Context: an optimization exercise on an open-source flow, tuned for small area, a short achievable clock period and few clock cycles per item. The choices shown serve that exercise and are no tape-out recipe.
RTL that was checked went through simulation tests only; none was proved equivalent to the original.
Power and IR drop assume default switching activity.

// power_calc
module power_calc (
    input  logic        clk,
    input  logic        rst,
    input  logic        in_valid,
    input  logic [19:0] in_data_1,
    input  logic [2:0]  in_data_2,
    output logic        busy,
    output logic        out_valid,
    output logic [59:0] out_data
);
export LEC_CHECK = 0
export CAP_MARGIN = 20
export CORE_MARGIN = 2
export CORE_UTILIZATION = 60
export CTS_BUF_LIST = sky130_fd_sc_hd__clkbuf_8
export SLEW_MARGIN = 20
export SYNTH_HIERARCHICAL = 1
export SYNTH_MINIMUM_KEEP_SIZE = 0
create_clock -name core_clock -period 10.0 [get_ports {clk}]
standard.sh (not shown) runs the stock make flow with config.mk's settings and CLKGATE_MAP_FILE= SYNTH_SCRIPT=/design/flow/synth_recipe.tcl, a recipe that flattens the netlist after the stock synthesis.
==> flow/flow/run.sh <==
#!/bin/bash
set -euo pipefail
bash standard.sh SETUP_SLACK_MARGIN=6.5 "BUFFER_PORTS_ARGS=-buffer_cell sky130_fd_sc_hd__buf_2" finish > standard_flow.log 2>&1
The starting point finished clean.
Testbench counts at the start, summed over its fixed seeds: cycles 12,967, items 1,920.
==> next run, changes <==
--- a/flow/config.mk
+++ b/flow/config.mk
@@ -6,8 +6,8 @@
 export NUM_CORES = 4
 export LEC_CHECK = 0
+export ABC_AREA = 1
 export CAP_MARGIN = 20
 export CORE_MARGIN = 2
-export CORE_UTILIZATION = 60
-export CTS_BUF_LIST = sky130_fd_sc_hd__clkbuf_8
+export CORE_UTILIZATION = 40
 export SLEW_MARGIN = 20
 export SYNTH_HIERARCHICAL = 1
The changed run went through all stages and came out clean.
Clock-buffer cell count came out lower by 1.
Cell area came out higher by a few percent.
Routed wire length came out higher by about a fifth.
Via count came out higher by about a fifth.
Final cell count came out higher by well over a third.
Clock power came out higher by a quarter to a third.
Sequential share of layout area came out lower by 1.4 points.
Maximum frequency came out higher slightly.
Non-clock buffer count came out lower by 4.
==> next run, changes <==
--- a/flow/config.mk
+++ b/flow/config.mk
@@ -6,5 +6,4 @@
 export NUM_CORES = 4
 export LEC_CHECK = 0
-export ABC_AREA = 1
 export CAP_MARGIN = 20
 export CORE_MARGIN = 2
What happened: Total power grows by 0.99%. Hold slack loses 8.4 ps. Routed wire length shrinks by about 11%. Combinational power grows by about 3%. Clock skew shrinks by 10 ps. Utilization grows by 1.0 points.
==> next run, changes <==
==> flow/flow/run.sh (replaced) <==
#!/bin/bash
set -euo pipefail
bash standard.sh SETUP_SLACK_MARGIN=6.7 "BUFFER_PORTS_ARGS=-buffer_cell sky130_fd_sc_hd__buf_2" finish > standard_flow.log 2>&1
The changed run passed the timing, DRC and antenna checks.
Clock-buffer cell count came out higher by 2.
Critical path depth does not change.
Die area is unchanged.
Worst hold slack is about the same.
Area after synthesis does not change.
Final cell count came out higher by a few percent.
==> next run, changes <==
==> flow/flow/run.sh (replaced) <==
#!/bin/bash
set -euo pipefail
bash standard.sh SETUP_SLACK_MARGIN=6.5 "BUFFER_PORTS_ARGS=-buffer_cell sky130_fd_sc_hd__buf_2" finish > standard_flow.log 2>&1
--- a/flow/config.mk
+++ b/flow/config.mk
@@ -9,4 +9,5 @@
 export CORE_MARGIN = 2
 export CORE_UTILIZATION = 40
+export CTS_BUF_LIST = sky130_fd_sc_hd__clkbuf_8
 export SLEW_MARGIN = 20
 export SYNTH_HIERARCHICAL = 1
Critical path depth does not change.
Non-clock buffer count goes down by 55.
Sequential cell count does not change.
First-iteration DRC count goes down by 1.3%.
Worst setup slack is worse by 150 ps.
Synthesized cell count is unchanged.
Clock power goes down by about 35%.
Power goes down by 9.1%.
Worst hold slack is better by 4.7 ps.
Via count goes down by 3.3%.
==> next run, changes <==
--- a/flow/config.mk
+++ b/flow/config.mk
@@ -10,4 +10,5 @@
 export CORE_UTILIZATION = 40
 export CTS_BUF_LIST = sky130_fd_sc_hd__clkbuf_8
+export PLACE_DENSITY = 0.75
 export SLEW_MARGIN = 20
 export SYNTH_HIERARCHICAL = 1
Outcome:
- wire length came out lower by a few percent
- die area does not change
- via count came out higher by a few percent
- critical path depth shrinks by 7
- synthesized area stays the same


Setup of oak:
power_calc, a different RTL version from the one above (not shown whole).
Size: ~1,400 cells after synthesis, roughly 88 I/O pins.
// power_calc
module power_calc (
    input  logic        clk,
    input  logic        rst,
    input  logic        in_valid,
    input  logic [19:0] in_data_1,
    input  logic [2:0]  in_data_2,
    output logic        busy,
    output logic        out_valid,
    output logic [59:0] out_data
);
    logic [19:0] b_r;        
    logic [9:0]  a_r;        
    logic [2:0]  j_r;        
    logic [2:0]  rem_r;      
    logic        act_r;      
    logic        first_r;    
    logic        small_r;    
    logic        kzero_r;    
    logic        gate_r;     
    logic        stall_r;    
    logic        bsmall_r;   
    logic [2:0]  nlast_r;    
    logic        busy_r;
    logic [9:0]  ls_r;       
    logic [9:0]  lc_r;       
    logic [19:0] cs_r;       
    logic [19:0] cc_r;       
    logic        co_r;       
    logic        cv_r;       
    logic [2:0]  cj_r;       
    logic [2:0]  cj1_r;      
    logic        clast_r;    
    logic        cfin_r;     
    logic        ckz_r;      
    logic [59:0] acc_r;      
    logic        ov_r;
    logic [29:0] ts, tc;     
    logic [10:0] lo;         
    logic [19:0] hi;         
    logic [9:0]  wlo;        
    logic [19:0] whi;
    logic        last;
    logic        run;
    logic        tcyc;       
    logic        fin;
    logic        take;
    logic [59:0] view;       
    logic [9:0]  a_nxt;      
    logic [9:0]  a_base;     
    logic        a_lo;       
    logic        a_hi;       
    power_calc_csa u_csa (
        .a  (a_r),
        .b  (b_r),
        .cs (gate_r ? cs_r : 20'd0),
        .cc (gate_r ? cc_r : 20'd0),
        .s  (ts),
        .c  (tc)
    );
    logic [29:0] sum;
    logic [30:0] sum_c;      
    power_calc_add #(.W(30)) u_add (
        .a  ({cs_r, ls_r}),
        .b  ({cc_r, lc_r}),
        .ci (co_r),
        .s  (sum),
        .c  (sum_c)
    );
    assign lo  = {sum_c[10], sum[9:0]};
    assign hi  = sum[29:10];
    assign wlo   = ckz_r ? 10'd0 : lo[9:0];
    assign whi   = ckz_r ? 20'd1 : hi;
    always_comb begin
        view = acc_r;
        if (cv_r) begin
            for (int i = 0; i < 6; i++) begin
                if (cj_r != 3'd0 && i == int'(cj_r) - 1) view[10*i +: 10] = wlo;
                if (clast_r && i == int'(cj_r))           view[10*i +: 10] = whi[9:0];
  ...
clock: 10.0 ns
lec_check: 0
cap_margin: 20
core_margin: 2
core_utilization: 40
cts_buf_list: sky130_fd_sc_hd__clkbuf_8
slew_margin: 20
synth_hierarchical: 1
synth_minimum_keep_size: 0
==> flow/flow/run.sh <==
#!/bin/bash
set -euo pipefail
bash standard.sh SETUP_SLACK_MARGIN=6.6 "BUFFER_PORTS_ARGS=-buffer_cell sky130_fd_sc_hd__buf_2" finish > standard_flow.log 2>&1
oak: full flow OK, the timing, DRC and antenna checks passed
The following lists how cedar was set up differently from oak:
==> flow/flow/run.sh <==
#!/bin/bash
set -euo pipefail
bash standard.sh SETUP_SLACK_MARGIN=6.5 "BUFFER_PORTS_ARGS=-buffer_cell sky130_fd_sc_hd__buf_2" finish > standard_flow.log 2>&1
==> summary.txt <==
Non-clock buffer count in cedar vs oak: down 15%. Min critical path data arrival time across oak and cedar: oak. [compare] base=oak new=cedar: worst setup margin fell 0.080 ns; total chip power fell about 1.6%.
No run of this note included a check of the RTL's function; only the layout flow was run.


## AL
Another version of the RTL of power_calc (not shown whole).
Size in the first run: about 1700 cells after synthesis, roughly 170 flip-flops, ~88 I/O pins, ~17000 um^2 of cells after synthesis.
==> flow/config.mk <==
export PLATFORM = sky130hd
export DESIGN_NAME = power_calc
export DESIGN_NICKNAME = power_calc
export VERILOG_FILES = /design/flow/design.v
export SDC_FILE = /design/flow/constraint.sdc
export NUM_CORES = 4
export LEC_CHECK = 0
export CAP_MARGIN = 20
export CORE_MARGIN = 2
export CORE_UTILIZATION = 40
export SLEW_MARGIN = 20
==> flow/constraint.sdc <==
create_clock -name core_clock -period 10.0 [get_ports {clk}]
set_input_delay 2.0000 -clock core_clock [delete_from_list [all_inputs] [get_ports {clk}]]
set_output_delay 2.0000 -clock core_clock [all_outputs]
set_load 0.01 [all_outputs]
==> flow/flow/run.sh <==
#!/bin/bash
# Standard layout, but with timing repair aiming past the 5 ns margin cap of config.mk.
set -euo pipefail
bash standard.sh SETUP_SLACK_MARGIN=6.8 finish > standard_flow.log 2>&1
diff inputs: AL => TR
==> flow/flow/run.sh <==
#!/bin/bash
# Standard layout, but with timing repair aiming past the 5 ns margin cap of config.mk.
set -euo pipefail
bash standard.sh SETUP_SLACK_MARGIN=5.7 finish > standard_flow.log 2>&1
The lower number of global-route vias before repair of AL and TR is in TR. Reported for AL and TR, post-synthesis cell area turned out identical to the last digit. Sort AL and TR by signed area change from the synthesized netlist to the final layout desc -> top: AL. Per the comparison of TR with AL, buffer count excluding the clock tree in the final layout fell about 60%; part of the power in the clock network rose 1.3 points; worst hold slack after final layout fell 0.014 ns.
Function was not checked in any run of this note: the RTL went through the layout flow alone.


power_calc, a different RTL version from the one above (not shown whole).
For scale: roughly 1,900 cells after synthesis, ~150 flip-flops.
Settings: LEC_CHECK=0, CAP_MARGIN=20, CORE_MARGIN=2, CORE_UTILIZATION=40, SETUP_SLACK_MARGIN=5, SLEW_MARGIN=20; clock period 10.0 ns.
run.sh (not shown) runs the stock make flow with config.mk's settings and CLKGATE_MAP_FILE= SYNTH_SCRIPT=/design/flow/synth_recipe.tcl, a recipe that flattens the netlist after the stock synthesis.
Stock flow here: none of the scripts above is used.
Testbench counts at the start, summed over its fixed seeds: cycles 11,737, items 1,920.
Edit:
- SETUP_SLACK_MARGIN: 5 -> 4
After rerunning:
- worst setup slack gets worse by 0.75 ns
- clock power stays flat
- clock-buffer cell count does not change
- die area does not change
- power hardly moves
- via count went down by 1.3%
- combinational power is about the same
- register-to-register slack is worse by 0.35 ns
- wire length stays flat
- cell area fell by about 1.3%
Edit:
==> flow/flow/run.sh (new file) <==
#!/bin/bash
# Standard layout, but with timing repair aiming past the 5 ns margin cap of config.mk.
set -euo pipefail
bash standard.sh SETUP_SLACK_MARGIN=6 finish > standard_flow.log 2>&1
==> flow/standard.sh (new file) <==
#!/bin/bash
# synth_recipe.tcl (not shown) runs the flow's synth.tcl, then flattens the netlist and writes it again
# the make line also repeats each setting of config.mk as NAME=value (left out here)
make -C /OpenROAD-flow-scripts/flow DESIGN_CONFIG=/design/flow/config.mk WORK_HOME=/design/flow/orfs CLKGATE_MAP_FILE= SYNTH_SCRIPT=/design/flow/synth_recipe.tcl "${@:-finish}"
- SETUP_SLACK_MARGIN: 4 -> unset
removed: flow/run.sh
Result: The new run finished with timing, DRC and antenna clean. Routed wire length grows by 4.0%. Count of clock-buffer cells in the layout shrinks by 1. Final area climbs by 6.0%. Sequential power is lower by about 2.4%.


power_calc with an RTL version that a note above also has.
Size in the first run: ~170 flip-flops, roughly 17,000 um2 of cells after synthesis.
// power_calc
module power_calc (
    input  logic        clk,
    input  logic        rst,
    input  logic        in_valid,
    input  logic [19:0] in_data_1,
    input  logic [2:0]  in_data_2,
    output logic        busy,
    output logic        out_valid,
    output logic [59:0] out_data
);
export LEC_CHECK = 0
export CAP_MARGIN = 20
export CORE_MARGIN = 2
export CORE_UTILIZATION = 40
export SLEW_MARGIN = 20
create_clock -name core_clock -period 10.0 [get_ports {clk}]
standard.sh (not shown) runs the stock make flow with config.mk's settings and CLKGATE_MAP_FILE= SYNTH_SCRIPT=/design/flow/synth_recipe.tcl, a recipe that flattens the netlist after the stock synthesis.
==> flow/flow/run.sh <==
#!/bin/bash
# Standard layout, but with timing repair aiming past the 5 ns margin cap of config.mk.
set -euo pipefail
bash standard.sh SETUP_SLACK_MARGIN=6.3 finish > standard_flow.log 2>&1
Then changed:
==> flow/run.sh (new file) <==
#!/bin/bash
# synth_recipe.tcl (not shown) runs the flow's synth.tcl, then flattens the netlist and writes it again
# the make line also repeats each setting of config.mk as NAME=value (left out here)
make -C /OpenROAD-flow-scripts/flow DESIGN_CONFIG=/design/flow/config.mk WORK_HOME=/design/flow/orfs CLKGATE_MAP_FILE= SYNTH_SCRIPT=/design/flow/synth_recipe.tcl finish
SETUP_SLACK_MARGIN = 5   (was not set)
removed: flow/flow/run.sh
removed: flow/standard.sh
Synthesized area is unchanged.
Cell area went down by 5.5%.
Via count went down by 3.3%.
Fmax went down by 17%.
Register-to-register slack loses 0.49 ns.
Wire length went down by 5.7%.
First-iteration DRC count went down by 11%.
Setup slack loses 0.81 ns.
No functional check of the RTL was part of any run of this note.


Another version of the RTL of power_calc (not shown whole).
Size in the first run: roughly 88 I/O pins, ~0.016 mm² of cells after synthesis.
export LEC_CHECK = 0
export CAP_MARGIN = 20
export CORE_MARGIN = 2
export CORE_UTILIZATION = 40
export CTS_BUF_LIST = sky130_fd_sc_hd__clkbuf_4 sky130_fd_sc_hd__clkbuf_8
export SLEW_MARGIN = 20
export SYNTH_HIERARCHICAL = 1
export SYNTH_MINIMUM_KEEP_SIZE = 0
create_clock -name core_clock -period 10.0 [get_ports {clk}]
==> flow/flow/run.sh <==
#!/bin/bash
set -euo pipefail
bash standard.sh SETUP_SLACK_MARGIN=6.5 "BUFFER_PORTS_ARGS=-buffer_cell sky130_fd_sc_hd__buf_2" finish > standard_flow.log 2>&1
The first run produced a clean layout.
Rerun with:
CTS_BUF_LIST = default   (was sky130_fd_sc_hd__clkbuf_4 sky130_fd_sc_hd__clkbuf_8)
Result: The new run finished with timing, DRC and antenna clean; total power increases by 5.6%; routed wire length climbs by 1.0%; non-clock buffer count came out higher by 5; via count barely changes; core utilization is higher by 0.99 points; synthesized area is unchanged; worst hold slack gets worse by 0.0071 ns; combinational power rises by about 4%; die area does not change; global-route usage hardly moves.
Rerun with:
==> flow/flow/run.sh (replaced) <==
#!/bin/bash
set -euo pipefail
bash standard.sh SETUP_SLACK_MARGIN=6.8 "BUFFER_PORTS_ARGS=-buffer_cell sky130_fd_sc_hd__buf_2" finish > standard_flow.log 2>&1
CTS_BUF_LIST = sky130_fd_sc_hd__clkbuf_8   (was default)
Wire length is higher by 5.6%. Register-to-register slack is better by 0.14 ns. Final area is higher by 4.0%. Worst setup slack is better by 0.14 ns. Non-clock buffer count is higher by 39. Sequential cell count stays the same. Clock-buffer cell count is lower by 1. Power is higher by 3.8%. Via count is higher by 3.3%. Global-route usage is higher by 0.98 points. Area after synthesis stays the same.
Rerun with:
==> flow/flow/run.sh (replaced) <==
#!/bin/bash
set -euo pipefail
bash standard.sh SETUP_SLACK_MARGIN=6.5 "BUFFER_PORTS_ARGS=-buffer_cell sky130_fd_sc_hd__buf_2" finish > standard_flow.log 2>&1
CTS_CLUSTER_SIZE = 12   (was default)
=>
- clock-buffer cell count stays the same
- sequential share of layout area is higher by 1.5 points
- non-clock buffer count is lower by 44
- die area is unchanged
- cell area is lower by a few percent
- synthesized area does not change
- global-route usage is lower by 1.1 points
- utilization is lower by 2.8 points
- total power is lower by a little under a tenth
- combinational power is lower by roughly a tenth
- worst setup slack got worse by 0.097 ns
Rerun with:
==> flow/flow/run.sh (replaced) <==
#!/bin/bash
set -euo pipefail
bash standard.sh SETUP_SLACK_MARGIN=7.1 "BUFFER_PORTS_ARGS=-buffer_cell sky130_fd_sc_hd__buf_2" finish > standard_flow.log 2>&1
CTS_CLUSTER_SIZE = default   (was 12)
=> Count of clock-buffer cells in the layout does not change; non-clock buffer count grows by 64; sequential cell count stays the same; wire length grows by 9.4%; final area rose by 10%; via count went up by 4.7%.
Function was not checked in any run of this note: the RTL went through the layout flow alone.


power_calc, a different RTL version from the one above (not shown whole).
Size: ~1800 cells after synthesis, about 150 flip-flops, about 15000 um2 of cells after synthesis.
## power_calc
module power_calc (
    input  logic        clk,
    input  logic        rst,
    input  logic        in_valid,
    input  logic [19:0] in_data_1,
    input  logic [2:0]  in_data_2,
    output logic        busy,
    output logic        out_valid,
    output logic [59:0] out_data
);
export LEC_CHECK = 0
export CAP_MARGIN = 20
export CORE_MARGIN = 2
export CORE_UTILIZATION = 40
export SLEW_MARGIN = 20
create_clock -name core_clock -period 10.0 [get_ports {clk}]
==> flow/flow/run.sh <==
#!/bin/bash
# Standard layout, but with timing repair aiming past the 5 ns margin cap of config.mk.
set -euo pipefail
bash standard.sh SETUP_SLACK_MARGIN=6.0 finish > standard_flow.log 2>&1
The starting point finished with timing, DRC and antenna clean.
Rerun with:
==> flow/flow/run.sh (replaced) <==
#!/bin/bash
# Standard layout, but with timing repair aiming past the 5 ns margin cap of config.mk.
set -euo pipefail
bash standard.sh SETUP_SLACK_MARGIN=5.6 finish > standard_flow.log 2>&1
Result: Hold slack gets better by 0.0032 ns; flip-flop and latch count is unchanged; clock skew rose by 0.0043 ns; maximum frequency decreases by 1.8%; combinational power falls by 13%; cell area shrinks by 3.2%.
No functional check of the RTL was part of any run of this note.

==> re-timing with driven ports <==
The results above use ideal ports. As a check the final layouts listed here were re-extracted and re-timed, cells and wires unchanged.
Step 1 sets driving cells, clkbuf_16 on the clock port and buf_2 on the other inputs (assumed; they add their load-dependent delay and slew).
Step 2, shift: input delay + t, output delay - t, t = (earliest + latest rising clock arrival at the registers) / 2. This alone moves slack from input paths to output paths.
a / b / c = ideal ports / drivers / drivers and shift; a / b = the first two.
| run | t, ns | setup WS [ns] | worst hold slack (ns) | worst setup path at the end |
|---|---|---|---|---|
| the first run of note 1 | 0.522 | 6.511 / 6.511 / 6.476 | 0.490 / 0.490 / 0.490 | input to register |
| the second run of note 1 | 0.502 | 6.574 / 6.574 / 6.222 | 0.459 / 0.459 / 0.459 | input to register |
| the third run of note 1 | 0.491 | 6.541 / 6.541 / 6.253 | 0.450 / 0.450 / 0.450 | input to register |
| the fourth run of note 1 | 0.499 | 6.685 / 6.685 / 6.243 | 0.449 / 0.449 / 0.449 | input to register |
| the fifth run of note 1 | 0.526 | 6.539 / 6.539 / 6.120 | 0.454 / 0.454 / 0.454 | input to register |
| the sixth run of note 1 | 0.542 | 6.529 / 6.529 / 6.171 | 0.458 / 0.458 / 0.458 | input to register |
| oak | 0.518 | 6.514 / 6.514 / 6.212 | 0.476 / 0.476 / 0.476 | input to register |
| cedar | 0.532 | 6.434 / 6.434 / 6.168 | 0.468 / 0.468 / 0.468 | input to register |
| AL | 0.503 | 6.005 / 5.955 / 5.965 | 0.496 / 0.496 / 0.496 | input to register |
| TR | 0.487 | 5.806 / 5.753 / 5.504 | 0.481 / 0.481 / 0.481 | input to register |
| the first run of note 4 | 0.506 | 5.112 / 5.054 / 5.026 | 0.458 / 0.458 / 0.458 | input to register |
| the second run of note 4 | 0.508 | 4.358 / 4.301 / 4.808 | 0.457 / 0.457 / 0.457 | register to output |
| the third run of note 4 | 0.512 | 5.449 / 5.449 / 5.205 | 0.449 / 0.449 / 0.449 | input to register |
| the first run of note 5 | 0.483 | 6.079 / 6.031 / 5.827 | 0.476 / 0.476 / 0.476 | input to register |
| the second run of note 5 | 0.487 | 5.271 / 5.219 / 5.505 | 0.483 / 0.483 / 0.483 | input to register |
| the first run of note 6 | 0.531 | 6.552 / 6.552 / 6.274 | 0.449 / 0.449 / 0.449 | input to register |
| the second run of note 6 | 0.495 | 6.506 / 6.506 / 6.279 | 0.442 / 0.442 / 0.442 | input to register |
| the third run of note 6 | 0.536 | 6.649 / 6.649 / 6.413 | 0.455 / 0.455 / 0.455 | input to register |
| the fourth run of note 6 | 0.531 | 6.552 / 6.552 / 6.274 | 0.449 / 0.449 / 0.449 | input to register |
| the fifth run of note 6 | 0.549 | 6.680 / 6.680 / 6.440 | 0.448 / 0.448 / 0.448 | input to register |
| the first run of note 7 | 0.506 | 5.648 / 5.648 / 5.648 | 0.512 / 0.512 / 0.512 | register to register |
| the second run of note 7 | 0.499 | 5.569 / 5.569 / 5.569 | 0.515 / 0.515 / 0.515 | register to register |
After both steps every run listed still meets setup and hold. For the fourth run of note 1, which loses most, drivers alone change the setup slack by 0.000 ns; drivers and shift together by -0.442 ns.
